This design comes from an exercise in tuning for small area on the open sky130 flow, not from production work.
RTL that was checked went through simulation tests only; none was proved equivalent to the original.
Power and IR drop assume default switching activity.

==> job 5849: inputs <==
==> flow/design.v <==
module div_request_scheduler #(
   parameter int unsigned LATENCY = 36,
   parameter int unsigned DEPTH   = 64,
   parameter int unsigned TAG_W   = 8
) (
   input  logic             aclk,
   input  logic             rst,
   input  logic             req_valid,
   output logic             req_ready,
   input  logic [31:0]      req_dividend,
   input  logic [31:0]      req_divisor,
   input  logic [TAG_W-1:0] req_tag,
   output logic [31:0]      div_dividend_tdata,
   output logic             div_dividend_tvalid,
   output logic [31:0]      div_divisor_tdata,
   output logic             div_divisor_tvalid,
   input  logic [63:0]      div_dout_tdata,
   output logic             res_valid,
   input  logic             res_ready,
   output logic [31:0]      res_quotient,
   output logic [31:0]      res_fraction,
   output logic [TAG_W-1:0] res_tag,
   output logic             res_div_zero,
   output logic             busy
);
   localparam int unsigned PTR_W = $clog2(DEPTH);
   logic [PTR_W:0]   acc_ptr, cap_ptr, rd_ptr;
   logic             issue_v;
   logic [1:0]       trk [LATENCY];
   logic [1:0]       trk_in;
   logic [TAG_W-1:0] tag_mem  [DEPTH];
   logic [63:0]      data_mem [DEPTH];
   logic             dz_mem   [DEPTH];
   logic             accept, capture, pop, cap_dz, cap_neg, full;
   logic [63:0]      cap_data;
   assign full      = (acc_ptr[PTR_W] != rd_ptr[PTR_W]) && (acc_ptr[PTR_W-1:0] == rd_ptr[PTR_W-1:0]);
   assign req_ready = !rst && !full;
   assign accept    = req_valid && req_ready;
   assign busy      = (acc_ptr != rd_ptr);
   assign res_valid = (cap_ptr != rd_ptr);
   assign pop       = res_valid && res_ready;
   assign div_dividend_tvalid = issue_v;
   assign div_divisor_tvalid  = issue_v;
   always_ff @(posedge aclk) begin
      div_dividend_tdata <= req_dividend;
      div_divisor_tdata  <= req_divisor;
   end
   always_ff @(posedge aclk) begin
      if (rst) issue_v <= 1'b0;
      else     issue_v <= accept;
   end
   assign trk_in[1] = issue_v && (div_divisor_tdata == 32'd0);
   assign trk_in[0] = issue_v && ((div_divisor_tdata != 32'd0) || div_dividend_tdata[31]);
   always_ff @(posedge aclk) begin
      if (rst) begin
         for (int i = 0; i < int'(LATENCY); i++) trk[i] <= '0;
      end else begin
         trk[0] <= trk_in;
         for (int i = 1; i < int'(LATENCY); i++) trk[i] <= trk[i-1];
      end
   end
   assign capture = trk[LATENCY-1][1] || trk[LATENCY-1][0];
   assign cap_dz  = trk[LATENCY-1][1];
   assign cap_neg = trk[LATENCY-1][0];
   assign cap_data = cap_dz ? {cap_neg, {31{!cap_neg}}, 32'd0} : div_dout_tdata;
   always_ff @(posedge aclk) begin
      if (rst) begin
         acc_ptr <= '0;
         cap_ptr <= '0;
         rd_ptr  <= '0;
      end else begin
         acc_ptr <= acc_ptr + (PTR_W+1)'(accept);
         cap_ptr <= cap_ptr + (PTR_W+1)'(capture);
         rd_ptr  <= rd_ptr + (PTR_W+1)'(pop);
      end
   end
   always_ff @(posedge aclk) begin
      if (accept) tag_mem[acc_ptr[PTR_W-1:0]] <= req_tag;
   end
   always_ff @(posedge aclk) begin
      if (capture) begin
         data_mem[cap_ptr[PTR_W-1:0]] <= cap_data;
         dz_mem[cap_ptr[PTR_W-1:0]]   <= cap_dz;
      end
   end
   logic [DEPTH-1:0] rd_seln;
   logic [72:0]      head;
   always_ff @(posedge aclk) begin
      if (rst)      rd_seln <= ~DEPTH'(1);
      else if (pop) rd_seln <= {rd_seln[DEPTH-2:0], rd_seln[DEPTH-1]};
   end
   logic [DEPTH-1:0] col [73];
   always_comb begin
      for (int i = 0; i < int'(DEPTH); i++)
         for (int b = 0; b < 73; b++)
            col[b][i] = rd_seln[i] | ({dz_mem[i], tag_mem[i], data_mem[i]} >> b);
      for (int b = 0; b < 73; b++) head[b] = &col[b];
   end
   assign res_quotient = head[63:32];
   assign res_fraction = head[31:0];
   assign res_tag      = head[71:64];
   assign res_div_zero = head[72];
endmodule
==> flow/run.sh <==
#!/bin/bash
# synth_recipe.tcl (not shown) runs the flow's synth.tcl, then flattens the netlist and writes it again
# the make line also repeats each setting of config.mk as NAME=value (left out here)
make -C /OpenROAD-flow-scripts/flow DESIGN_CONFIG=/design/flow/config.mk WORK_HOME=/design/flow/orfs CLKGATE_MAP_FILE= SYNTH_SCRIPT=/design/flow/synth_recipe.tcl finish
==> flow/config.mk <==
export PLATFORM = sky130hd
export DESIGN_NAME = div_request_scheduler
export DESIGN_NICKNAME = div_request_scheduler
export VERILOG_FILES = /design/flow/design.v
export SDC_FILE = /design/flow/constraint.sdc
export NUM_CORES = 4
export LEC_CHECK = 0
export CAP_MARGIN = 20
export CORE_MARGIN = 2
export CORE_UTILIZATION = 40
export SLEW_MARGIN = 20
export SYNTH_MEMORY_MAX_BITS = 8192
==> flow/constraint.sdc <==
create_clock -name core_clock -period 8.0 [get_ports {aclk}]
set_input_delay 1.6000 -clock core_clock [delete_from_list [all_inputs] [get_ports {aclk}]]
set_output_delay 1.6000 -clock core_clock [all_outputs]
set_load 0.01 [all_outputs]
==> job 3071 (differences from job 5849) <==
==> flow/design.v, changed modules only <==
module div_request_scheduler #(
   parameter int unsigned LATENCY = 36,
   parameter int unsigned DEPTH   = 64,
   parameter int unsigned TAG_W   = 8
) (
   input  logic             aclk,
   input  logic             rst,
   input  logic             req_valid,
   output logic             req_ready,
   input  logic [31:0]      req_dividend,
   input  logic [31:0]      req_divisor,
   input  logic [TAG_W-1:0] req_tag,
   output logic [31:0]      div_dividend_tdata,
   output logic             div_dividend_tvalid,
   output logic [31:0]      div_divisor_tdata,
   output logic             div_divisor_tvalid,
   input  logic [63:0]      div_dout_tdata,
   output logic             res_valid,
   input  logic             res_ready,
   output logic [31:0]      res_quotient,
   output logic [31:0]      res_fraction,
   output logic [TAG_W-1:0] res_tag,
   output logic             res_div_zero,
   output logic             busy
);
   localparam int unsigned PTR_W = $clog2(DEPTH);
   logic [PTR_W:0]   acc_ptr, cap_ptr, rd_ptr;
   logic             issue_v;
   logic [1:0]       trk [LATENCY];
   logic [1:0]       trk_in;
   localparam int unsigned BLANK_W = $clog2(LATENCY + 1);
   logic [BLANK_W-1:0] blank;
   logic [TAG_W-1:0] tag_mem  [DEPTH];
   logic [63:0]      data_mem [DEPTH];
   logic             dz_mem   [DEPTH];
   logic             accept, capture, pop, cap_dz, cap_neg, full;
   logic [63:0]      cap_data;
   assign full      = (acc_ptr[PTR_W] != rd_ptr[PTR_W]) && (acc_ptr[PTR_W-1:0] == rd_ptr[PTR_W-1:0]);
   assign req_ready = !rst && !full;
   assign accept    = req_valid && req_ready;
   assign busy      = (acc_ptr != rd_ptr);
   assign res_valid = (cap_ptr != rd_ptr);
   assign pop       = res_valid && res_ready;
   assign div_dividend_tvalid = issue_v;
   assign div_divisor_tvalid  = issue_v;
   always_ff @(posedge aclk) begin
      div_dividend_tdata <= req_dividend;
      div_divisor_tdata  <= req_divisor;
   end
   always_ff @(posedge aclk) begin
      if (rst) issue_v <= 1'b0;
      else     issue_v <= accept;
   end
   assign trk_in[1] = issue_v && (div_divisor_tdata == 32'd0);
   assign trk_in[0] = issue_v && ((div_divisor_tdata != 32'd0) || div_dividend_tdata[31]);
   always_ff @(posedge aclk) begin
      trk[0] <= trk_in;
      for (int i = 1; i < int'(LATENCY); i++) trk[i] <= trk[i-1];
   end
   always_ff @(posedge aclk) begin
      if (rst)                 blank <= BLANK_W'(LATENCY);
      else if (blank != '0)    blank <= blank - BLANK_W'(1);
   end
   assign capture = (blank == '0) && (trk[LATENCY-1][1] || trk[LATENCY-1][0]);
   assign cap_dz  = trk[LATENCY-1][1];
   assign cap_neg = trk[LATENCY-1][0];
   assign cap_data = cap_dz ? {cap_neg, {31{!cap_neg}}, 32'd0} : div_dout_tdata;
   always_ff @(posedge aclk) begin
      if (rst) begin
         acc_ptr <= '0;
         cap_ptr <= '0;
         rd_ptr  <= '0;
      end else begin
         acc_ptr <= acc_ptr + (PTR_W+1)'(accept);
         cap_ptr <= cap_ptr + (PTR_W+1)'(capture);
         rd_ptr  <= rd_ptr + (PTR_W+1)'(pop);
      end
   end
   always_ff @(posedge aclk) begin
      if (accept) tag_mem[acc_ptr[PTR_W-1:0]] <= req_tag;
   end
   always_ff @(posedge aclk) begin
      if (capture) begin
         data_mem[cap_ptr[PTR_W-1:0]] <= cap_data;
         dz_mem[cap_ptr[PTR_W-1:0]]   <= cap_dz;
      end
   end
   logic [DEPTH-1:0]     rd_seln;
   logic [72:0]          head;
   logic [72:0]          row [DEPTH];
   logic [72:0][7:0]     grp;
   div_sched_rowdec u_rowdec (.ptr(rd_ptr[PTR_W-1:0]), .seln(rd_seln));
   always_comb begin
      for (int i = 0; i < int'(DEPTH); i++) row[i] = {dz_mem[i], tag_mem[i], data_mem[i]};
   end
   for (genvar b = 0; b < 73; b++) begin : g_bit
      for (genvar g = 0; g < 8; g++) begin : g_grp
         div_sched_nand8 u_nand8 (
            .d   ({row[8*g+7][b], row[8*g+6][b], row[8*g+5][b], row[8*g+4][b],
                   row[8*g+3][b], row[8*g+2][b], row[8*g+1][b], row[8*g][b]}),
            .seln(rd_seln[8*g +: 8]),
            .zn  (grp[b][g])
         );
      end
      assign head[b] = ~|grp[b];
   end
   assign res_quotient = head[63:32];
   assign res_fraction = head[31:0];
   assign res_tag      = head[71:64];
   assign res_div_zero = head[72];
endmodule
module div_sched_rowdec (
   input  logic [5:0]  ptr,
   output logic [63:0] seln
);
   always_comb begin
      for (int i = 0; i < 64; i++) seln[i] = (ptr != 6'(i));
   end
endmodule
module div_sched_nand8 (
   input  logic [7:0] d,
   input  logic [7:0] seln,
   output logic       zn
);
   assign zn = ~&(d | seln);
endmodule
==> flow/flow/run.sh (new file) <==
#!/bin/bash
# The standard layout (the standard.sh: standard synthesis, floorplan, power grid, taps,
# placement, CTS, routing), with two changes to how the layout is made:
#  - ports are buffered with the smallest buffer (buf_1) instead of clkdlybuf4s50_1;
#  - CTS clusters up to 27 sinks within 70 um per leaf buffer and adds no dummy loads.
# The whole make output goes to standard.log in this folder.
set -euo pipefail
export BUFFER_PORTS_ARGS="-buffer_cell sky130_fd_sc_hd__buf_1"
export CTS_ARGS="-sink_clustering_enable -repair_clock_nets -sink_clustering_size 27 -sink_clustering_max_diameter 70 -dont_use_dummy_load"
bash standard.sh > standard.log 2>&1
==> flow/standard.sh (new file) <==
#!/bin/bash
# synth_recipe.tcl (not shown) runs the flow's synth.tcl, then flattens the netlist and writes it again
# the make line also repeats each setting of config.mk as NAME=value (left out here)
make -C /OpenROAD-flow-scripts/flow DESIGN_CONFIG=/design/flow/config.mk WORK_HOME=/design/flow/orfs CLKGATE_MAP_FILE= SYNTH_SCRIPT=/design/flow/synth_recipe.tcl "${@:-finish}"
CORE_UTILIZATION = 55   (was 40)
SYNTH_HIERARCHICAL = 1   (was default)
removed: flow/run.sh
==> job 4943 (differences from job 5849) <==
--- a/flow/design.v
+++ b/flow/design.v
@@ -87,8 +87,8 @@
    logic [72:0]      head;
    always_ff @(posedge aclk) begin
-      if (rst)      rd_seln <= ~DEPTH'(1);
+      if (rst)      rd_seln <= {{(DEPTH-1){1'b1}}, 1'b0};
       else if (pop) rd_seln <= {rd_seln[DEPTH-2:0], rd_seln[DEPTH-1]};
    end
-   logic [DEPTH-1:0] col [73];
+   logic [72:0][DEPTH-1:0] col;
    always_comb begin
       for (int i = 0; i < int'(DEPTH); i++)
CORE_UTILIZATION = 70   (was 40)
CTS_CLUSTER_DIAMETER = 70   (was default)
CTS_CLUSTER_SIZE = 30   (was default)
==> comparison <==
Job 3071 went through all stages and came out clean. Job 5849 passed the timing, DRC and antenna checks. Job 4943 finished but fails on antenna rules.
Of job 5849 and job 3071, job 5849 has the higher combinational power (gap about 4.4%, measured against job 3071).
Against job 5849, the area after synthesis of job 3071 is smaller by about 3%.
Register-to-register slack: job 5849 > job 3071 > job 4943.
Between job 5849 and job 3071, the lower sequential share of layout area is in job 5849 (gap 6.1 points).
Sequential power is about the same in job 3071 and job 5849.
Against job 5849, the clock power of job 4943 is lower by 39%.
Die area: job 5849 is higher than job 4943 (74%).
In job 5849 the utilization is lower than in job 4943, by 30 points.
Of job 4943 and job 3071, job 3071 has the higher critical path depth (gap 1).
In job 4943 the maximum frequency is higher than in job 3071, by about 8%.
==> figures <==
metric                                                         job 3071                    job 4943          job 5849
Outcome                                no timing/DRC/antenna violations  complete, but fails checks  no timing/DRC/antenna violations
Reasons for failing layout checks                                     -               antenna rules                 -
Vias after detailed routing                                       97500                      116000            116000
Internal power contribution                                     32.7 mW                     33.6 mW           40.1 mW
Sequential power                                                27.8 mW                     28.0 mW           28.0 mW
Xor-xnor portion of the synthesized cell area                    0.157%                      0.138%            0.138%
Tapcells                                                           3978                        3202              5687
Portion of total power attributed to the clock network            30.1%                       31.8%             43.3%
RePlAce Congestion                                                0.866                       0.952             0.930
Number of synthesis warnings                                         10                           2                 3
Pwr Density                                                 221 nW/um^2                 223 nW/um^2       252 nW/um^2
Layout overhead on the synthesized area                           9.75%                       9.49%             16.7%
Largest net degree at the start of global routing                   103                          67               104
Maximum clock insertion buffer count                                  4                           3                 4
Number of cells traversed by the worst hold path                      0                           1                 1
Capture point of the critical path                      res_fraction[2]            res_quotient[26]  res_fraction[25]
Non-Clock Buffer Count                                              602                         721               755
Fin area                                                   183000 sq um                188000 sq um      201000 sq um
Routed Wire Length                                               547 mm                      693 mm            757 mm
Worst vdd rail ir drop                                           233 uV                      255 uV            209 uV
Number of global-route vias before repair                         91300                      104000            106000
Clock Skew                                                      81.6 ps                     39.6 ps           53.9 ps
Function not checked in job 5849: the RTL went through the layout flow alone.

==> afterwards: timing with drivers on the ports <==
Ports are ideal in the flow. The routed layouts listed here were re-timed in OpenROAD.
Step 1 (the two cells are an assumption about what drives the block):
set clk [get_ports {aclk}]
set_driving_cell -lib_cell sky130_fd_sc_hd__clkbuf_16 $clk
set_driving_cell -lib_cell sky130_fd_sc_hd__buf_2 [delete_from_list [all_inputs] $clk]
Step 2 times the ports against the registers' clock, not the clock port: input delays grow and output delays shrink by t, the midpoint of the rising clock arrivals with the driver on.
Three values: ideal, step 1, step 2; two values: the first two.
run | t, ns | setup WS [ns] | worst setup path at the end | latest minus earliest clock arrival (ns)
job 5849 | 1.131 | 1.032 / 0.918 / 2.048 | register to output | 0.069 / 0.069
job 3071 | 1.032 | 0.510 / 0.408 / 1.441 | register to output | 0.119 / 0.119
job 4943 | 1.042 | 1.069 / 0.951 / 1.993 | register to output | 0.043 / 0.043
